This is an optimization exercise on Yosys and OpenROAD, whose aim is small area and a short achievable clock period, not a production implementation. In this exercise RTL edits were held to simulation tests only and were not proved equivalent to the original.

==> trial 75 <==
// fetch_predict
module fetch_predict
(
   input  logic        CLK,
   input  logic        nRST,
   input  logic        ihit,
   input  logic [31:0] imemload,
   input  logic        resolve_valid,
   input  logic        resolve_cond,
   input  logic        resolve_jump,
   input  logic        resolve_taken,
   input  logic        resolve_predicted,
   input  logic [31:0] resolve_pc,
   input  logic [31:0] resolve_target,
   output logic [31:0] imemaddr,
   output logic [31:0] fetch_instr,
   output logic [31:0] fetch_pc_plus_4,
   output logic        fetch_predicted,
   output logic        flush
);
==> module fetch_predict, before the edit <==
module fetch_predict
(
   input  logic        CLK,
   input  logic        nRST,
   input  logic        ihit,
   input  logic [31:0] imemload,
   input  logic        resolve_valid,
   input  logic        resolve_cond,
   input  logic        resolve_jump,
   input  logic        resolve_taken,
   input  logic        resolve_predicted,
   input  logic [31:0] resolve_pc,
   input  logic [31:0] resolve_target,
   output logic [31:0] imemaddr,
   output logic [31:0] fetch_instr,
   output logic [31:0] fetch_pc_plus_4,
   output logic        fetch_predicted,
   output logic        flush
);
   logic [3:0]  btb_valid;
   logic [27:0] btb_tag    [0:3];
   logic [31:0] btb_target [0:3];
   logic [1:0]  btb_state  [0:3];    
   logic [1:0]  fidx;
   logic        predict;
   logic [3:0]  fhit;         
   assign fidx      = imemaddr[3:2];
   for (genvar g = 0; g < 4; g++)
   begin : g_fhit
      assign fhit[g] = (fidx == g) && btb_valid[g] && !btb_state[g][1] &&
                       (btb_tag[g] == imemaddr[31:4]);
   end
   assign predict   = |fhit;
   logic [31:0] pc_step;
   assign pc_step = imemaddr + {29'd0, ihit, 2'b00};
   logic        redirect;
   logic [31:0] redirect_addr;
   logic        fall_through;
   assign redirect     = resolve_valid && (resolve_jump || (resolve_cond && (resolve_taken != resolve_predicted)));
   assign fall_through = !resolve_jump && resolve_cond && !resolve_taken && resolve_predicted;
   assign redirect_addr = fall_through ? resolve_pc + 32'd4 : resolve_target;
   assign flush = redirect;
   logic [1:0]  ridx;
   logic        btb_write;
   logic        check_hit;
   logic [1:0]  cstate;
   logic [1:0]  step_state;
   assign ridx      = resolve_pc[3:2];
   assign btb_write = resolve_valid && resolve_cond && !resolve_jump && ihit;
   logic [3:0]  chit;
   for (genvar g = 0; g < 4; g++)
   begin : g_chit
      assign chit[g] = btb_valid[g] && (btb_tag[g] == resolve_pc[31:4]);
   end
   assign check_hit = chit[ridx];
   assign cstate    = btb_state[ridx];
   always_comb
   begin
      if (resolve_taken)
         step_state = (cstate == 2'b00) ? 2'b00 : cstate - 2'd1;
      else
         step_state = (cstate == 2'b11) ? 2'b11 : cstate + 2'd1;
   end
   for (genvar g = 0; g < 4; g++)
   begin : g_entry
      logic wr;
      assign wr = btb_write && (ridx == g);
      always_ff @(posedge CLK, negedge nRST)
      begin
         if (!nRST)
            btb_valid[g] <= 1'b0;
         else if (wr)
            btb_valid[g] <= 1'b1;
      end
      always_ff @(posedge CLK)
      begin
         if (wr)
         begin
            btb_tag[g]   <= resolve_pc[31:4];
            btb_state[g] <= chit[g] ? step_state : 2'b00;
            if (!chit[g])
               btb_target[g] <= resolve_target;
         end
      end
   end
   always_ff @(posedge CLK, negedge nRST)
   begin
      if (!nRST)
         imemaddr <= 32'd0;
      else if (redirect)
         imemaddr <= redirect_addr;
      else if (predict && ihit)
         imemaddr <= btb_target[fidx];
      else
         imemaddr <= pc_step;    
   end
   logic        fetch_valid;
   logic [31:0] fetch_instr_q;
   logic [31:0] fetch_pc4_q;
   always_ff @(posedge CLK, negedge nRST)
   begin
      if (!nRST)
      begin
         fetch_valid     <= 1'b0;
         fetch_predicted <= 1'b0;
      end
      else if (redirect)
      begin
         fetch_valid     <= 1'b0;
         fetch_predicted <= 1'b0;
      end
      else if (ihit)
      begin
         fetch_valid     <= 1'b1;
         fetch_predicted <= predict;
      end
   end
   always_ff @(posedge CLK)
   begin
      if (ihit)
      begin
         fetch_instr_q <= imemload;
         fetch_pc4_q   <= pc_step;     
      end
   end
   assign fetch_instr     = fetch_instr_q & {32{fetch_valid}};
   assign fetch_pc_plus_4 = fetch_pc4_q   & {32{fetch_valid}};
endmodule
clock: 4.3 ns
lec_check: 0
cap_margin: 20
core_margin: 2
core_utilization: 55
cts_cluster_diameter: 80
cts_cluster_size: 24
place_density: 0.7
setup_slack_margin: 1.8
slew_margin: 20
standard.sh (not shown) runs the stock make flow with config.mk's settings and CLKGATE_MAP_FILE= SYNTH_SCRIPT=/design/flow/synth_recipe.tcl, a recipe that flattens the netlist after the stock synthesis.
==> flow/flow/run.sh <==
#!/bin/bash
# Standard layout, with two changes to how it is made:
#  - plain buf_2 cells as the port buffers instead of the delay buffers
#    buffer_ports picks by default (every port still gets its own buffer);
#  - the resizer may swap a cell for any other size of the same function,
#    not only ones with the same footprint (placement is legalised after
#    every repair step).
set -euo pipefail
export BUFFER_PORTS_ARGS="-buffer_cell sky130_fd_sc_hd__buf_2"
bash standard.sh MATCH_CELL_FOOTPRINT=0 finish > standard.log 2>&1
==> trial 90: changes against trial 75 <==
--- a/flow/design.v
+++ b/flow/design.v
@@ -26,2 +26,3 @@
    logic        predict;
+   logic [31:0] pc_plus_4;
    logic [3:0]  fhit;         
@@ -34,4 +35,3 @@
    assign predict   = |fhit;
-   logic [31:0] pc_step;
-   assign pc_step = imemaddr + {29'd0, ihit, 2'b00};
+   assign pc_plus_4 = imemaddr + 32'd4;
    logic        redirect;
@@ -92,6 +92,4 @@
          imemaddr <= redirect_addr;
-      else if (predict && ihit)
-         imemaddr <= btb_target[fidx];
-      else
-         imemaddr <= pc_step;    
+      else if (ihit)
+         imemaddr <= predict ? btb_target[fidx] : pc_plus_4;
    end
@@ -123,3 +121,3 @@
          fetch_instr_q <= imemload;
-         fetch_pc4_q   <= pc_step;     
+         fetch_pc4_q   <= pc_plus_4;
       end
==> flow/flow/run.sh (replaced) <==
#!/bin/bash
# Standard layout, with plain buf_2 cells as the port buffers instead of
# the delay buffers buffer_ports picks by default. Every port still gets
# its own buffer.
set -euo pipefail
export BUFFER_PORTS_ARGS="-buffer_cell sky130_fd_sc_hd__buf_2"
bash standard.sh > standard.log 2>&1
- CORE_UTILIZATION: 55 -> 62
- PLACE_DENSITY: 0.7 -> not set
- SETUP_SLACK_MARGIN: 1.8 -> 1.6
==> impl_metrics.json <==
{
  "crit_buf_inv": 0,
  "muxShareOfSynthArea_pct": 1.06,
  "seq_share_pct": 53.8,
  "grt_first_pass_wirelength_mm": 72.5,
  "status": "finished clean",
  "grt_max_degree": 66,
  "dpl_worst_slack_ns": 1.05,
  "die_area_sq_mm": 0.0292
}
-- figures above: trial 90

==> impl_metrics.json <==
{
  "powerSeq_w": 0.00414,
  "postCtsHoldBufs": 0,
  "cts_max_level": 1,
  "cp_max_fo": 8,
  "status": "finished clean",
  "die_area_sq_mm": 0.0321,
  "grt_max_degree": 59,
  "highest_layer": "met5",
  "cts_setup_buffers": 22,
  "antenna_found_initial": 1,
  "synthAdderAreaFrac_pct": 0.579,
  "final-seq-area_sq_mm": 0.0104,
  "seq_share_pct": 54.1,
  "grtUsageMet3_pct": 5.43,
  "p_int_w": 0.00538,
  "muxShareOfSynthArea_pct": 6.20,
  "crit_buf_inv": 3
}
-- figures above: trial 75

==> re-timing with driven ports <==
The flow's constraints put no driver on any port. The routed layouts listed below were extracted and timed again, unchanged, in two steps. Step 1, drivers: a clkbuf_16 drives CLK and a buf_2 each remaining input, both assumed. Step 2 adds t to the input delays and takes it off the output delays; t is the mean of the earliest and latest rising clock arrival at the registers after step 1. Input paths then give back, and output paths get back, about the clock's delay inside the block. a / b / c = ideal ports / drivers / drivers and shift; a / b = the first two.
run	shift t [ns]	setup slack, ns	hold WS [ns]	clock arrival spread, ns
trial 75	0.579	1.686 / 1.686 / 1.249	0.428 / 0.396 / 0.490	0.029 / 0.029
trial 90	0.564	1.628 / 1.628 / 1.170	0.343 / 0.337 / 0.523	0.016 / 0.016
After both steps setup and hold are still met in every run listed. For trial 90, which loses most, drivers alone change the setup slack by 0.000 ns; drivers and shift together by -0.458 ns.
